Source: an optimization exercise on an open RTL-to-GDS flow (aim: small area and a short achievable clock period). Production flows keep margins and buffers that such runs may drop. In this exercise RTL edits were held to simulation tests only and were not proved equivalent to the original. Power is estimated from default activity; no workload was simulated.

==> flow/design.v (excerpt) <==
module executeUnit (
  input  logic         Clk,
  input  logic         reset,
  input  logic [150:0] idExIn,
  output logic [106:0] exMemOut
);
Size: ~2000 cells after synthesis, ~260 I/O pins.
==> flow/config.mk <==
export PLATFORM = sky130hd
export DESIGN_NAME = executeUnit
export DESIGN_NICKNAME = executeUnit
export VERILOG_FILES = /design/flow/design.v
export SDC_FILE = /design/flow/constraint.sdc
export NUM_CORES = 4
export LEC_CHECK = 0
export CAP_MARGIN = 20
export CORE_MARGIN = 2
export CORE_UTILIZATION = 40
export SETUP_SLACK_MARGIN = 2.95
export SLEW_MARGIN = 20
==> flow/constraint.sdc <==
create_clock -name core_clock -period 5.0 [get_ports {Clk}]
set_input_delay 1.0000 -clock core_clock [delete_from_list [all_inputs] [get_ports {Clk}]]
set_output_delay 1.0000 -clock core_clock [all_outputs]
set_load 0.01 [all_outputs]
standard.sh (not shown) runs the stock make flow with config.mk's settings and CLKGATE_MAP_FILE= SYNTH_SCRIPT=/design/flow/synth_recipe.tcl, a recipe that flattens the netlist after the stock synthesis.
==> flow/flow/run.sh <==
#!/bin/bash
# Own layout flow: the standard ORFS flow with four changes.
#  * ABC maps for delay (dch; map -D) instead of ORFS's area-recovering script.
#  * Yosys does not extract full/half adder cells, so ABC sees the whole
#    carry logic (ADDER_MAP_FILE empty).
#  * Clock tree from clkbuf_8 cells, without dummy loads.
#  * Port buffers are buf_2 cells instead of clkdlybuf4s50_1 delay cells.
# The synthesis itself is otherwise ORFS's (synth_recipe.tcl), so the registers
# and their names are the standard synthesis's.
set -euo pipefail
W=$PWD
rm -rf "$W/scripts_own"
cp -r "$FLOW_HOME/scripts" "$W/scripts_own"
cp "$W/flow/abc_speed.script" "$W/scripts_own/abc_speed.script"
export SCRIPTS_DIR="$W/scripts_own"
export ADDER_MAP_FILE=
export BUFFER_PORTS_ARGS="-buffer_cell sky130_fd_sc_hd__buf_2"
export CTS_ARGS="-sink_clustering_enable -repair_clock_nets -buf_list sky130_fd_sc_hd__clkbuf_8 -dont_use_dummy_load"
bash standard.sh synth > "$W/own_synth.log" 2>&1
bash standard.sh > "$W/own_layout.log" 2>&1
==> flow/flow/abc_speed.script <==
strash
dch
map -D 800
buffer -p
upsize -D 800
dnsize -D 800
stime -p
Next try:
--- a/flow/flow/run.sh
+++ b/flow/flow/run.sh
@@ -5,3 +5,4 @@
 #    carry logic (ADDER_MAP_FILE empty).
-#  * Clock tree from clkbuf_8 cells, without dummy loads.
+#  * Clock tree from clkbuf_8 cells in clusters of up to 14 sinks, without
+#    dummy loads.
 #  * Port buffers are buf_2 cells instead of clkdlybuf4s50_1 delay cells.
@@ -17,3 +18,3 @@
 export BUFFER_PORTS_ARGS="-buffer_cell sky130_fd_sc_hd__buf_2"
-export CTS_ARGS="-sink_clustering_enable -repair_clock_nets -buf_list sky130_fd_sc_hd__clkbuf_8 -dont_use_dummy_load"
+export CTS_ARGS="-sink_clustering_enable -repair_clock_nets -buf_list sky130_fd_sc_hd__clkbuf_8 -dont_use_dummy_load -sink_clustering_size 14 -sink_clustering_max_diameter 80"
 bash standard.sh synth > "$W/own_synth.log" 2>&1
- SETUP_SLACK_MARGIN: 2.95 -> 2.9
What happened:
- global-route usage shrinks by 1.7 points
- cell count shrinks by about 1.6%
- setup slack got worse by 0.0097 ns
- total power shrinks by about 10%
- core utilization shrinks by 3.0 points
- cell area shrinks by 5.6%
Next try:
--- a/flow/flow/run.sh
+++ b/flow/flow/run.sh
@@ -1,3 +1,3 @@
 #!/bin/bash
-# Own layout flow: the standard ORFS flow with four changes.
+# Own layout flow: the standard ORFS flow with three changes.
 #  * ABC maps for delay (dch; map -D) instead of ORFS's area-recovering script.
@@ -5,4 +5,2 @@
 #    carry logic (ADDER_MAP_FILE empty).
-#  * Clock tree from clkbuf_8 cells in clusters of up to 14 sinks, without
-#    dummy loads.
 #  * Port buffers are buf_2 cells instead of clkdlybuf4s50_1 delay cells.
@@ -18,3 +16,2 @@
 export BUFFER_PORTS_ARGS="-buffer_cell sky130_fd_sc_hd__buf_2"
-export CTS_ARGS="-sink_clustering_enable -repair_clock_nets -buf_list sky130_fd_sc_hd__clkbuf_8 -dont_use_dummy_load -sink_clustering_size 14 -sink_clustering_max_diameter 80"
 bash standard.sh synth > "$W/own_synth.log" 2>&1
- SETUP_SLACK_MARGIN: 2.9 -> 2.8
=> The changed run passed the timing, DRC and antenna checks. Wire length goes down by about 0.65%. Non-clock buffer count goes down by 8. Global-route usage goes down by 0.12 points. Sequential share of layout area goes down by 0.42 points. Count of clock-buffer cells in the layout goes up by 9. Clock skew goes down by 0.086 ns. Worst setup slack gains 0.012 ns. Cell count goes up by 0.62%.

---

The RTL this note starts from:
==> flow/design.v <==
`timescale 1ns/100ps
module pfxCarry #(
  parameter int N  = 32,
  parameter bit KS = 1
) (
  input  logic [N-1:0] p,
  input  logic [N-1:0] g,
  output logic [N-1:0] c
);
  localparam int L = $clog2(N);
  logic [N-1:0] gg [0:L];
  logic [N-1:0] pp [0:L];
  always_comb begin
    gg[0] = g;
    pp[0] = p;
    for (int k = 0; k < L; k++) begin
      for (int i = 0; i < N; i++) begin
        int j;
        if (KS) j = i - (1 << k);
        else    j = ((i >> k) & 1) ? (((i >> k) << k) - 1) : -1;
        if (j >= 0) begin
          gg[k+1][i] = gg[k][i] | (pp[k][i] & gg[k][j]);
          pp[k+1][i] = pp[k][i] & pp[k][j];
        end else begin
          gg[k+1][i] = gg[k][i];
          pp[k+1][i] = pp[k][i];
        end
      end
    end
  end
  assign c = gg[L];
endmodule
module pfxAdd #(
  parameter int N  = 32,
  parameter bit KS = 1
) (
  input  logic [N-1:0] a,
  input  logic [N-1:0] b,
  output logic [N-1:0] s,
  output logic         co
);
  logic [N-1:0] p, c;
  assign p = a ^ b;
  pfxCarry #(.N(N), .KS(KS)) carry_i (.p (p), .g (a & b), .c (c));
  assign s  = p ^ {c[N-2:0], 1'b0};
  assign co = c[N-1];
endmodule
`timescale 1ns/100ps
module executeUnit (
  input  logic         Clk,
  input  logic         reset,
  input  logic [150:0] idExIn,
  output logic [106:0] exMemOut
);
  localparam bit KS_ALU = 0;
  localparam bit KS_BT  = 0;
  logic [4:0]  inCtrl;
  logic        regDst, aluSrc;
  logic [5:0]  aluOp, funct;
  logic [31:0] pcPlus4, rdA, rdB, imm;
  logic [4:0]  rt, rd, shamt;
  assign inCtrl  = idExIn[150:146];
  assign regDst  = idExIn[145];
  assign aluSrc  = idExIn[144];
  assign aluOp   = idExIn[143:138];
  assign pcPlus4 = idExIn[137:106];
  assign rdA     = idExIn[105:74];
  assign rdB     = idExIn[73:42];
  assign imm     = idExIn[41:10];
  assign rt      = idExIn[9:5];
  assign rd      = idExIn[4:0];
  assign funct   = imm[5:0];
  assign shamt   = imm[10:6];
  logic isR;
  logic dSub, dSlt, dAnd, dOr, dXor, dNor, dSll, dSrl, dShift, dLogic, dArith;
  assign isR    = (aluOp == 6'h00);
  assign dSlt   = (isR & (funct == 6'h2A)) | (aluOp == 6'h0A);
  assign dSub   = (isR & (funct == 6'h22)) | (aluOp == 6'h04) | dSlt;
  assign dAnd   = (isR & (funct == 6'h24)) | (aluOp == 6'h0C);
  assign dOr    = (isR & (funct == 6'h25)) | (aluOp == 6'h0D);
  assign dXor   =  isR & (funct == 6'h26);
  assign dNor   =  isR & (funct == 6'h27);
  assign dSll   =  isR & (funct == 6'h00);
  assign dSrl   =  isR & (funct == 6'h02);
  assign dShift = dSll | dSrl;
  assign dLogic = dAnd | dOr | dXor | dNor;
  assign dArith = ~(dSlt | dLogic | dShift);
  logic [31:0] opB, inP, inG, shIn, shPre;
  logic [3:0]  lutP, lutG;
  assign opB = aluSrc ? imm : rdB;
  logic dAndi, dOri, dNone;
  assign dAndi = dAnd | dOr;                   
  assign dOri  = dOr | dXor;                   
  assign dNone = dAnd | dNor | dShift;         
  assign lutP = {dSub | dAndi, ~(dSub | dNone), ~(dSub | dNone), dSub | dNor};
  assign lutG = {~(dSub | dLogic | dShift), dSub, 2'b00};
  always_comb
    for (int i = 0; i < 32; i++)
      shIn[i] = (dSll & opB[31-i]) | (dSrl & opB[i]);
  assign shPre = shamt[4] ? {16'd0, shIn[31:16]} : shIn;
  always_comb
    for (int i = 0; i < 32; i++) begin
      inP[i] = lutP[{rdA[i], opB[i]}] | shPre[i];
      inG[i] = lutG[{rdA[i], opB[i]}];
    end
  logic [14:0] btLo, btHi0;
  logic        btLoCo, btHiCo;
  pfxAdd #(.N(15), .KS(KS_BT)) btLoAdd_i (.a (pcPlus4[16:2]),  .b (imm[14:0]),  .s (btLo),  .co (btLoCo));
  pfxAdd #(.N(15), .KS(KS_BT)) btHiAdd_i (.a (pcPlus4[31:17]), .b (imm[29:15]), .s (btHi0), .co (btHiCo));
  logic        killQ;                  
  logic [4:0]  ctrlQ, wrQ;
  logic [31:0] rd2Q, pQ, gQ;
  logic        cinQ;
  logic        sumQ, sltQ, srlQ, sllQ;
  logic [3:0]  shamtQ;
  logic [14:0] btLoQ, btHi0Q;
  logic [1:0]  btPcQ;
  logic        btCQ;
  always_ff @(posedge Clk) begin
    killQ  <= reset;
    ctrlQ  <= inCtrl;
    wrQ    <= regDst ? rd : rt;
    rd2Q   <= rdB;
    pQ     <= inP;
    gQ     <= {inG[31:1], inG[0] | (inP[0] & dSub)};
    cinQ   <= dSub;
    sumQ   <= dArith | dLogic;
    sltQ   <= dSlt;
    srlQ   <= dSrl;
    sllQ   <= dSll;
    shamtQ <= shamt[3:0];
    btPcQ  <= pcPlus4[1:0];
    btLoQ  <= btLo;
    btHi0Q <= btHi0;
    btCQ   <= btLoCo;
  end
  logic [31:0] carry, sum, sh, shRev;
  logic        lt, zAdd, zSh, zero;
  logic [31:0] aluRes;
  pfxCarry #(.N(32), .KS(KS_ALU)) aluCarry_i (.p (pQ), .g (gQ), .c (carry));
  assign sum = pQ ^ {carry[30:0], cinQ};
  assign sh = pQ >> shamtQ;
  always_comb for (int i = 0; i < 32; i++) shRev[i] = sh[31-i];
  assign lt = pQ[31] ? sum[31] : gQ[31];
  logic [31:0] kin;
  assign kin  = {pQ[30:0] | gQ[30:0], cinQ};
  assign zAdd = (pQ == kin);
  logic [15:0] keep;
  always_comb for (int k = 0; k < 16; k++) keep[k] = (k >= shamtQ);
  assign zSh  = ~|pQ[31:16] & ~|(pQ[15:0] & keep);
  assign aluRes = ({32{sumQ}} & sum) | ({32{srlQ}} & sh) | ({32{sllQ}} & shRev) |
                  {31'd0, sltQ & lt};
  assign zero   = (sumQ & zAdd) | (sltQ & ~lt) | ((srlQ | sllQ) & zSh);
  logic [14:0] btHi;
  assign btHi = btHi0Q + {14'd0, btCQ};
  logic clr;
  assign clr = reset | killQ;
  always_ff @(posedge Clk) begin
    exMemOut[106:102] <= clr ? 5'd0 : ctrlQ;
    exMemOut[101:70]  <= clr ? 32'd0 : {btHi, btLoQ, btPcQ};
    exMemOut[69]      <= ~reset & (killQ | zero);
    exMemOut[68:37]   <= clr ? 32'd0 : aluRes;
    exMemOut[36:5]    <= clr ? 32'd0 : rd2Q;
    exMemOut[4:0]     <= clr ? 5'd0 : wrQ;
  end
endmodule
==> flow/config.mk <==
export PLATFORM = sky130hd
export DESIGN_NAME = executeUnit
export DESIGN_NICKNAME = executeUnit
export VERILOG_FILES = /design/flow/design.v
export SDC_FILE = /design/flow/constraint.sdc
export NUM_CORES = 4
export LEC_CHECK = 0
export CAP_MARGIN = 20
export CORE_MARGIN = 2
export CORE_UTILIZATION = 40
export SETUP_SLACK_MARGIN = 2.9
export SLEW_MARGIN = 20
export TNS_END_PERCENT = 20
==> flow/constraint.sdc <==
create_clock -name core_clock -period 5.0 [get_ports {Clk}]
set_input_delay 1.0000 -clock core_clock [delete_from_list [all_inputs] [get_ports {Clk}]]
set_output_delay 1.0000 -clock core_clock [all_outputs]
set_load 0.01 [all_outputs]
==> flow/flow/run.sh <==
#!/bin/bash
# Own layout flow: the standard ORFS flow with four changes.
#  * ABC maps for delay (dch; map -D) instead of ORFS's area-recovering script.
#  * Yosys does not extract full/half adder cells, so ABC sees the whole
#    carry logic (ADDER_MAP_FILE empty).
#  * Clock tree from clkbuf_8 cells, without dummy loads.
#  * Port buffers are buf_2 cells instead of clkdlybuf4s50_1 delay cells.
# The synthesis itself is otherwise ORFS's (synth_recipe.tcl), so the registers
# and their names are the standard synthesis's.
set -euo pipefail
W=$PWD
rm -rf "$W/scripts_own"
cp -r "$FLOW_HOME/scripts" "$W/scripts_own"
cp "$W/flow/abc_speed.script" "$W/scripts_own/abc_speed.script"
export SCRIPTS_DIR="$W/scripts_own"
export ADDER_MAP_FILE=
export BUFFER_PORTS_ARGS="-buffer_cell sky130_fd_sc_hd__buf_2"
export CTS_ARGS="-sink_clustering_enable -repair_clock_nets -buf_list sky130_fd_sc_hd__clkbuf_8 -dont_use_dummy_load"
bash standard.sh synth > "$W/own_synth.log" 2>&1
bash standard.sh > "$W/own_layout.log" 2>&1
Scripts as last shown in full above: flow/flow/abc_speed.script
==> next run, changes <==
Settings changed: TNS_END_PERCENT 20 to not set.
Result:
- setup slack improved by 0.062 ns
- power went down by 1.4%
- synthesized cell count is unchanged
- flip-flop and latch count does not change
- fmax went up by 2.9%
- worst hold slack improves by 0.010 ns
==> next run, changes <==
==> flow/flow/run.sh (replaced) <==
#!/bin/bash
# Own layout flow: the standard ORFS flow with three changes.
#  * ABC maps for delay (dch; map -D) instead of ORFS's area-recovering script,
#    without its own buffering and upsizing (the layout repair sizes gates).
#  * Yosys does not extract full/half adder cells, so ABC sees the whole
#    carry logic (ADDER_MAP_FILE empty).
#  * Port buffers are buf_2 cells instead of clkdlybuf4s50_1 delay cells.
# The synthesis itself is otherwise ORFS's (synth_recipe.tcl), so the registers
# and their names are the standard synthesis's.
set -euo pipefail
W=$PWD
rm -rf "$W/scripts_own"
cp -r "$FLOW_HOME/scripts" "$W/scripts_own"
cp "$W/flow/abc_speed.script" "$W/scripts_own/abc_speed.script"
export SCRIPTS_DIR="$W/scripts_own"
export ADDER_MAP_FILE=
export BUFFER_PORTS_ARGS="-buffer_cell sky130_fd_sc_hd__buf_2"
bash standard.sh synth > "$W/own_synth.log" 2>&1
bash standard.sh > "$W/own_layout.log" 2>&1
==> flow/flow/abc_speed.script (replaced) <==
strash
dch
map -D 800
topo
dnsize -D 800
stime -p
What happened:
- synthesized cell count goes down by 5.1%
- power is higher by 18%
- maximum frequency shrinks by 3.9%
==> next run, changes <==
--- a/flow/flow/run.sh
+++ b/flow/flow/run.sh
@@ -1,7 +1,7 @@
 #!/bin/bash
-# Own layout flow: the standard ORFS flow with three changes.
-#  * ABC maps for delay (dch; map -D) instead of ORFS's area-recovering script,
-#    without its own buffering and upsizing (the layout repair sizes gates).
+# Own layout flow: the standard ORFS flow with four changes.
+#  * ABC maps for delay (dch; map -D) instead of ORFS's area-recovering script.
 #  * Yosys does not extract full/half adder cells, so ABC sees the whole
 #    carry logic (ADDER_MAP_FILE empty).
+#  * Clock tree from clkbuf_8 cells, without dummy loads.
 #  * Port buffers are buf_2 cells instead of clkdlybuf4s50_1 delay cells.
@@ -17,2 +17,3 @@
 export BUFFER_PORTS_ARGS="-buffer_cell sky130_fd_sc_hd__buf_2"
+export CTS_ARGS="-sink_clustering_enable -repair_clock_nets -buf_list sky130_fd_sc_hd__clkbuf_8 -dont_use_dummy_load"
 bash standard.sh synth > "$W/own_synth.log" 2>&1
==> flow/flow/abc_speed.script (replaced) <==
strash
dch
map -D 800
buffer -p
upsize -D 800
dnsize -D 800
stime -p
Settings changed: CORE_UTILIZATION 40 to 30.
What happened: Final area is lower slightly. Non-clock buffer count falls by 2. Utilization is lower by 16 points. Wire length increases by a few percent. Hold slack gains 0.0050 ns. Die area rose by well over a third.
==> next run, changes <==
Settings changed: CORE_UTILIZATION 30 to 40, GPL_TIMING_DRIVEN set to 0.
Maximum frequency goes up by 1.5%; worst setup slack gets better by 0.033 ns; count of clock-buffer cells in the layout went down by 2; non-clock buffer count climbs by 48; die area goes down by about 25%; clock power decreases by about 5%; global-route usage grows by 8.9 points; final area came out lower by 3.1%; utilization is higher by 11 points; wire length hardly moves.

static timing again, ports no longer ideal:
The flow's constraints put no driver on any port. The routed layouts listed below were extracted and timed again, unchanged, in two steps.
Step 1 (the two cells are an assumption about what drives the block):
set clk [get_ports {Clk}]
set_driving_cell -lib_cell sky130_fd_sc_hd__clkbuf_16 $clk
set_driving_cell -lib_cell sky130_fd_sc_hd__buf_2 [delete_from_list [all_inputs] $clk]
Step 2 also shifts input and output timing later by t, the mid clock arrival at the registers, as if the neighbouring blocks saw the same clock.
Three values: ideal ports, drivers, drivers and shift; two values: the first two.
run	t, ns	setup WS [ns]	slew at the worst register clock pin (ns)
the first run of note 1	0.641	2.826 / 2.833 / 2.192	0.06 / 0.06
the second run of note 1	0.617	2.816 / 2.835 / 2.218	0.10 / 0.10
the third run of note 1	0.635	2.828 / 2.852 / 2.218	0.07 / 0.07
the first run of note 2	0.646	2.810 / 2.792 / 2.146	0.07 / 0.07
the second run of note 2	0.637	2.872 / 2.872 / 2.265	0.07 / 0.07
the third run of note 2	0.632	2.785 / 2.759 / 2.127	0.07 / 0.07
the fourth run of note 2	0.649	2.810 / 2.813 / 2.164	0.07 / 0.07
the fifth run of note 2	0.621	2.843 / 2.872 / 2.251	0.06 / 0.06
After both steps setup and hold are still met in every run listed. For the first run of note 2, which loses most, drivers alone change the setup slack by -0.018 ns; drivers and shift together by -0.664 ns.
